What follows belongs to an exercise in optimizing a design on an open flow for a short achievable clock period and few clock cycles per item; a production flow would make more cautious choices.
Only simulation tests tie the RTL to the original design; equivalence was not proved.
No activity file was given, so power comes from the tool's default toggle rates.

==> flow/design.v <==
`default_nettype none
package wtm32_pkg;
  typedef logic [64-1:0] row_t;
  typedef union packed {
    logic [64-1:0] word;
    struct packed {
      logic [32-1:0] hi;
      logic [32-1:0] lo;
    } halves;
  } product_t;
endpackage
`default_nettype wire
`timescale 1ns/10ps
`default_nettype none
module pp_gen (
  input  wire logic                                clk,
  input  wire logic                                arst_n,
  input  wire logic                                valid,
  input  wire logic [32-1:0]                a,
  input  wire logic [32-1:0]                b,
  output logic                                     pp_valid,
  output wtm32_pkg::row_t [32-1:0]          rows
);
  wtm32_pkg::row_t [32-1:0] pp;
  always_comb begin
    for (int i = 0; i < 32; i++) begin
      pp[i] = {{(64-32){1'b0}}, b & {32{a[i]}}} << i;
    end
  end
  always_ff @(posedge clk or negedge arst_n) begin
    if (!arst_n) begin
      pp_valid <= 1'b0;
    end else begin
      pp_valid <= valid;
    end
  end
  always_ff @(posedge clk) begin
    rows <= pp;
  end
endmodule
`default_nettype wire
`timescale 1ns/10ps
`default_nettype none
module csa_level #(
  parameter  int rows_in  = 3,
  localparam int rows_out = 2 * (rows_in / 3) + (rows_in % 3)
) (
  input  wire logic                              clk,
  input  wire logic                              arst_n,
  input  wire logic                              in_valid,
  input  wire wtm32_pkg::row_t [rows_in-1:0]     in_rows,
  output logic                                   out_valid,
  output wtm32_pkg::row_t [rows_out-1:0]         out_rows
);
  localparam int groups = rows_in / 3;
  localparam int rem    = rows_in % 3;
  wtm32_pkg::row_t [rows_out-1:0] nxt_rows;
  for (genvar g = 0; g < groups; g++) begin : g_group
    wtm32_pkg::row_t x;
    wtm32_pkg::row_t y;
    wtm32_pkg::row_t z;
    assign x = in_rows[3*g];
    assign y = in_rows[3*g+1];
    assign z = in_rows[3*g+2];
    assign nxt_rows[2*g]   = x ^ y ^ z;
    assign nxt_rows[2*g+1] = ((x & y) | (x & z) | (y & z)) << 1;
  end
  for (genvar r = 0; r < rem; r++) begin : g_pass
    assign nxt_rows[2*groups+r] = in_rows[3*groups+r];
  end
  always_ff @(posedge clk or negedge arst_n) begin
    if (!arst_n) begin
      out_valid <= 1'b0;
    end else begin
      out_valid <= in_valid;
    end
  end
  always_ff @(posedge clk) begin
    out_rows <= nxt_rows;
  end
endmodule
`default_nettype wire
`timescale 1ns/10ps
`default_nettype none
module wallace_tree (
  input  wire logic                               clk,
  input  wire logic                               arst_n,
  input  wire logic                               in_valid,
  input  wire wtm32_pkg::row_t [32-1:0]    rows,
  output logic                                    sum_valid,
  output wtm32_pkg::row_t                         sum_row,
  output wtm32_pkg::row_t                         carry_row
);
  logic [8:0] lvl_valid;
  wtm32_pkg::row_t [21:0] l1_rows;
  wtm32_pkg::row_t [14:0] l2_rows;
  wtm32_pkg::row_t [9:0]  l3_rows;
  wtm32_pkg::row_t [6:0]  l4_rows;
  wtm32_pkg::row_t [4:0]  l5_rows;
  wtm32_pkg::row_t [3:0]  l6_rows;
  wtm32_pkg::row_t [2:0]  l7_rows;
  wtm32_pkg::row_t [1:0]  l8_rows;
  assign lvl_valid[0] = in_valid;
  csa_level #(.rows_in(32)) u_lvl1 (
    .clk(clk), .arst_n(arst_n), .in_valid(lvl_valid[0]), .in_rows(rows),
    .out_valid(lvl_valid[1]), .out_rows(l1_rows));
  csa_level #(.rows_in(22)) u_lvl2 (
    .clk(clk), .arst_n(arst_n), .in_valid(lvl_valid[1]), .in_rows(l1_rows),
    .out_valid(lvl_valid[2]), .out_rows(l2_rows));
  csa_level #(.rows_in(15)) u_lvl3 (
    .clk(clk), .arst_n(arst_n), .in_valid(lvl_valid[2]), .in_rows(l2_rows),
    .out_valid(lvl_valid[3]), .out_rows(l3_rows));
  csa_level #(.rows_in(10)) u_lvl4 (
    .clk(clk), .arst_n(arst_n), .in_valid(lvl_valid[3]), .in_rows(l3_rows),
    .out_valid(lvl_valid[4]), .out_rows(l4_rows));
  csa_level #(.rows_in(7)) u_lvl5 (
    .clk(clk), .arst_n(arst_n), .in_valid(lvl_valid[4]), .in_rows(l4_rows),
    .out_valid(lvl_valid[5]), .out_rows(l5_rows));
  csa_level #(.rows_in(5)) u_lvl6 (
    .clk(clk), .arst_n(arst_n), .in_valid(lvl_valid[5]), .in_rows(l5_rows),
    .out_valid(lvl_valid[6]), .out_rows(l6_rows));
  csa_level #(.rows_in(4)) u_lvl7 (
    .clk(clk), .arst_n(arst_n), .in_valid(lvl_valid[6]), .in_rows(l6_rows),
    .out_valid(lvl_valid[7]), .out_rows(l7_rows));
  csa_level #(.rows_in(3)) u_lvl8 (
    .clk(clk), .arst_n(arst_n), .in_valid(lvl_valid[7]), .in_rows(l7_rows),
    .out_valid(lvl_valid[8]), .out_rows(l8_rows));
  assign sum_valid = lvl_valid[8];
  assign sum_row   = l8_rows[0];
  assign carry_row = l8_rows[1];
endmodule
`default_nettype wire
`timescale 1ns/10ps
`default_nettype none
module final_adder (
  input  wire logic                 clk,
  input  wire logic                 arst_n,
  input  wire logic                 in_valid,
  input  wire wtm32_pkg::row_t      sum_row,
  input  wire wtm32_pkg::row_t      carry_row,
  output logic                      out_valid,
  output wtm32_pkg::product_t       product
);
  wtm32_pkg::product_t sum_w;
  wtm32_pkg::product_t carry_w;
  logic [32:0]   lo_full;
  logic                 mid_valid;
  logic [32-1:0] lo_sum_q;
  logic                 lo_carry_q;
  logic [32-1:0] sum_hi_q;
  logic [32-1:0] carry_hi_q;
  assign sum_w.word   = sum_row;
  assign carry_w.word = carry_row;
  assign lo_full = {1'b0, sum_w.halves.lo} + {1'b0, carry_w.halves.lo};
  always_ff @(posedge clk or negedge arst_n) begin
    if (!arst_n) begin
      mid_valid <= 1'b0;
      out_valid <= 1'b0;
    end else begin
      mid_valid <= in_valid;
      out_valid <= mid_valid;
    end
  end
  always_ff @(posedge clk) begin
    lo_sum_q   <= lo_full[32-1:0];
    lo_carry_q <= lo_full[32];
    sum_hi_q   <= sum_w.halves.hi;
    carry_hi_q <= carry_w.halves.hi;
  end
  always_ff @(posedge clk) begin
    product.halves.hi <= sum_hi_q + carry_hi_q + {{(32-1){1'b0}}, lo_carry_q};
    product.halves.lo <= lo_sum_q;
  end
endmodule
`default_nettype wire
`timescale 1ns/10ps
`default_nettype none
module credit_ctrl (
  input  wire logic clk,
  input  wire logic arst_n,
  input  wire logic in_valid,
  input  wire logic credit_ret,
  output logic      in_ready,
  output logic      accept
);
  localparam int cnt_w = $clog2(4 + 1);
  logic [cnt_w-1:0] credits;
  assign in_ready = (credits != '0);
  assign accept   = in_valid & in_ready;
  always_ff @(posedge clk or negedge arst_n) begin
    if (!arst_n) begin
      credits <= cnt_w'(4);
    end else begin
      case ({accept, credit_ret})
        2'b10:   credits <= credits - 1'b1;
        2'b01:   credits <= credits + 1'b1;
        default: credits <= credits;
      endcase
    end
  end
endmodule
`default_nettype wire
`timescale 1ns/10ps
`default_nettype none
module wtm32 (
  input  wire logic                   clk,
  input  wire logic                   arst_n,
  input  wire logic                   in_valid,
  input  wire logic [32-1:0]   in_a,
  input  wire logic [32-1:0]   in_b,
  output logic                        in_ready,
  output logic                        out_valid,
  output logic [64-1:0]      out_product,
  input  wire logic                   credit_ret
);
  logic                            accept;
  logic                            pp_valid;
  wtm32_pkg::row_t [32-1:0] pp_rows;
  logic                            sum_valid;
  wtm32_pkg::row_t                 sum_row;
  wtm32_pkg::row_t                 carry_row;
  wtm32_pkg::product_t             product;
  credit_ctrl u_credit_ctrl (
    .clk        (clk),
    .arst_n     (arst_n),
    .in_valid   (in_valid),
    .credit_ret (credit_ret),
    .in_ready   (in_ready),
    .accept     (accept)
  );
  pp_gen u_pp_gen (
    .clk      (clk),
    .arst_n   (arst_n),
    .valid    (accept),
    .a        (in_a),
    .b        (in_b),
    .pp_valid (pp_valid),
    .rows     (pp_rows)
  );
  wallace_tree u_wallace_tree (
    .clk       (clk),
    .arst_n    (arst_n),
    .in_valid  (pp_valid),
    .rows      (pp_rows),
    .sum_valid (sum_valid),
    .sum_row   (sum_row),
    .carry_row (carry_row)
  );
  final_adder u_final_adder (
    .clk       (clk),
    .arst_n    (arst_n),
    .in_valid  (sum_valid),
    .sum_row   (sum_row),
    .carry_row (carry_row),
    .out_valid (out_valid),
    .product   (product)
  );
  assign out_product = product.word;
endmodule
`default_nettype wire
==> flow/run.sh <==
#!/bin/bash
# synth_recipe.tcl (not shown) runs the flow's synth.tcl, then flattens the netlist and writes it again
# the make line also repeats each setting of config.mk as NAME=value (left out here)
make -C /OpenROAD-flow-scripts/flow DESIGN_CONFIG=/design/flow/config.mk WORK_HOME=/design/flow/orfs CLKGATE_MAP_FILE= SYNTH_SCRIPT=/design/flow/synth_recipe.tcl finish
==> flow/config.mk <==
export PLATFORM = sky130hd
export DESIGN_NAME = wtm32
export DESIGN_NICKNAME = wtm32
export VERILOG_FILES = /design/flow/design.v
export SDC_FILE = /design/flow/constraint.sdc
export NUM_CORES = 4
export LEC_CHECK = 0
export CAP_MARGIN = 20
export CORE_MARGIN = 2
export CORE_UTILIZATION = 40
export SLEW_MARGIN = 20
==> flow/constraint.sdc <==
create_clock -name core_clock -period 8.0 [get_ports {clk}]
set_input_delay 1.6000 -clock core_clock [delete_from_list [all_inputs] [get_ports {clk}]]
set_output_delay 1.6000 -clock core_clock [all_outputs]
set_load 0.01 [all_outputs]
==> summary.txt <==
run status - timing/DRC/antenna clean
max-slew violation count - 0
async set-reset flop share out of synthesis - 0.375%
Clock Skews - 0.0612 ns
met3 routed wirelength - 9290 um
core area - 262000 um2
worst r2r src - u_final_adder.carry_hi_q[0]
WL/cell - 18.5 um
first-pass GRT wire length - 299000 um
CTS tree - built
CP Data Required Time - 6.40 ns
post-layout util - 46.8%
# H-tree levels - 5
top layer in use - met5
Iter 0 DRT Violations - 2262
EDFF count, synth - 0
Clock Sinks - 3737
CTS Buffer Depth - 4
startpoint types - flop
dominant synthesized flop cell - dfxtp_1
GRT Util Overall - 15.0%
pin count of the biggest net entering global routing - 33
leading area contributor after synthesis - dfxtp_1
# fillers - 22200
Max-slew headroom - 21.5%
Crit Path Max Fanout - 3
GPL Wtd Cong - 0.761
RSZ-0062 raised after global routing - false
post-synth net total - 7629
Post-synth top cells - dfxtp_1 (3723), and2_1 (1025), fa_1 (910)
Critical R2R Capture - u_final_adder.product[58]
LEAKAGE - 51.6 nW
critical path type - flop to output pin
final setup vio count - 0
DRC Markers - 0
Final period util - 48.2%
cells on worst reg2reg path - 9
Pwr Density - 388 nW/um2
GRT overflow - 0
worst slew pin tran - 1.18 ns
Worst Hold Path Cells - 0
hold crit path type - flop to flop
Die ar. - 267000 um2
initial core utilization - 40.2%
row count - 188
largest cells by area after synthesis - dfxtp_1 (71%), fa_1 (17%), and2_1 (6.1%), ha_1 (2.5%), clkbuf_1 (0.72%)
share of the synthesized area in the top cell type - 70.9%
FMAX - 259 MHz
clock latency (worst-skew pair) - 0.95 ns
via count - 44352
CTS Hold Buffers Added - 0
post-route antenna net violation count - 0
initial antenna violation count - 41
CTS Root Cell - clkbuf_16
Chip Height - 517 um
Pre-antenna DRT Iters - 5
Synth Register Bits - 3737
synthesized area per cell - 16.3 um2
clock slew at reported path FFs - 0.06 ns
final hold violation count - 0
Vias/cell - 4.18
# resized after CTS - 0
IO Port Bufs - 133
post-synthesis sequential area ratio - 71.2%
Setup TNS - 0 ns
Final #Nets - 7967
Ports - 134
min cycle time layout - 3.86 ns
hold endpoint - u_wallace_tree.u_lvl6.out_rows[246]
die width - 517 um
Post-Syn Area - 105000 um2
max-cap violations - 0
DP HPWL - 120000 um
TritonCTS Buffers - 373
CP endpoint kind - output pin
number of global-route vias before repair - 48930
Hold Crit Start - u_wallace_tree.u_lvl5.out_rows[310]
layout overhead on the synthesized area - 16.4%
most numerous cell in the Yosys netlist - dfxtp_1
CP arrival - 2.26 ns
postcts setup bufs - 0
Max IR drop VDD - 0.255 mV
Met2 Routed Length - 91100 um
Met1 Wirelength - 91000 um
DRT Wirelength - 196000 um
Synth Warn # - 11
share of cells above drive strength 1 - 9.56%
R2R Setup Slk - 4.55 ns
Pwr Total - 47.5 mW
Distinct cells, synth - 58
Cells after Synth - 6437
## final cells by class
| class | count | area (um2) | share of cell area [%] |
|---|---|---|---|
| Sequential cell | 3737 | 74900 | 61.2 |
| Multi-Input combinational cell | 2481 | 29400 | 24.1 |
| Clock buffer | 543 | 11000 | 9.00 |
| Tap cell | 3515 | 4400 | 3.59 |
| Timing Repair Buffer | 168 | 1400 | 1.15 |
| Clock inverter | 106 | 1130 | 0.925 |
| Antenna cell | 36 | 90.1 | 0.0736 |
| Inverter | 14 | 52.6 | 0.0429 |
## per-stage QoR
step	cells	hold WS [ns]	instance area (um2)	setup slack [ns]
floorplan	6437	0.310	105000	5.30
global placement	9913	0.310	110000	4.44
detailed placement	9915	0.312	110000	4.48
CTS	10564	0.292	122000	4.04
global route	10567	0.298	122000	4.04
finish	10600	0.295	122000	4.14
## registers in the layout (all words and copies together), names as in the netlist, 32 cells and up
signal	flops
u_final_adder.carry_hi_q	32
u_wallace_tree.u_lvl6.out_rows	183
u_wallace_tree.u_lvl4.out_rows	273
u_wallace_tree.u_lvl5.out_rows	215
u_final_adder.product	64
u_wallace_tree.u_lvl1.out_rows	724
u_final_adder.lo_sum_q	32
u_wallace_tree.u_lvl2.out_rows	513
u_wallace_tree.u_lvl3.out_rows	364
u_pp_gen.rows	1024
u_wallace_tree.u_lvl7.out_rows	149
u_wallace_tree.u_lvl8.out_rows	118
## cell usage in the layout (no fill, tap or decap), types with 7 or more instances in the layout
master / instances
o21a_1: 7
clkdlybuf4s50_1: 89
clkinvlp_4: 7
buf_2: 42
nor2_1: 32
clkbuf_8: 90
a21o_1: 22
o211ai_1: 8
buf_4: 35
nand3_1: 12
o21ai_0: 30
and3_1: 8
dfrtp_1: 13
a211oi_1: 10
inv_6: 8
clkbuf_1: 73
a21oi_1: 47
inv_1: 14
xnor2_1: 33
bufinv_16: 21
and2_1: 1025
clkinv_2: 65
nand2_1: 32
o21bai_1: 7
clkbuf_16: 380
nor3_1: 7
diode_2: 36
ha_1: 214
xor2_1: 18
fa_1: 910
dfxtp_1: 3723
## routing by layer
metal	GRT usage, %	vias up
met5	0	-
met4	4.19	6
met3	2.73	361
met2	24.2	832
met1	20.9	22401
li1	-	20752
## cell families after synthesis
family,Yosys count,share of synthesized area (%)
AO/OA/AOI/OAI,168,1.09
XOR/XNOR,51,0.425
adder cells (fa/ha/maj),1124,19.9
buffers and inverters,219,0.785
flip-flops,3737,71.2
multiplexers,2,0.0214
AND/OR/NAND/NOR,1136,6.60
## report_power, final
group	internal, mW	leakage (nW)	total, mW	switching, mW
combinational	2.57	14.3	5.54	2.97
sequential	22.9	31.3	25.0	2.04
clock	10.2	6.03	16.9	6.75
## critical path, stage by stage, from the launching register on
cell and delay (ns):
dfrtp_1 0.42, or3_1 0.41, clkdlybuf4s50_1 0.49
## worst max path at each step
stage / from / endpoint / slack [ns] / cells past startpoint
3_3_place_gp: u_final_adder.carry_hi_q[0] / u_final_adder.product[58] / 4.44 / 9
4_1_cts: u_credit_ctrl.credits[0] / in_ready / 4.04 / 2
6_report: u_credit_ctrl.credits[0] / in_ready / 4.14 / 2
5_1_grt: u_credit_ctrl.credits[0] / in_ready / 4.04 / 2
3_5_place_dp: u_final_adder.carry_hi_q[0] / u_final_adder.product[58] / 4.48 / 9
2_1_floorplan: in_valid / u_credit_ctrl.credits[2] / 5.30 / 7
Testbench counts, summed over its fixed seeds: cycles 26,408, items 2,400.

-- afterwards: timing with drivers on the ports --
No port has a modelled driver above. Below, the same layout with a new extraction and two added sets of constraints.
Step 1: set_driving_cell puts a clkbuf_16 on clk and a buf_2 on each other input, an assumption about the parent block.
Step 2 moves the port delays by t, midway between the first and last clock arrival at a register: inputs arrive t later, outputs are due t later. That takes back most of the time a late clock gives input paths.
a / b / c = no drivers / after step 1 / after step 2; a / b = the first two.
t (ns): 1.019
setup WS [ns]: 4.141 / 4.047 / 4.548
hold WS [ns]: 0.295 / 0.295 / 0.295
latest minus earliest clock arrival (ns): 0.090 / 0.090
worst data-port slew with drivers (ns): 0.14
After both steps this run still meets setup and hold. For this run, drivers alone change the setup slack by -0.094 ns; drivers and shift together by +0.407 ns.
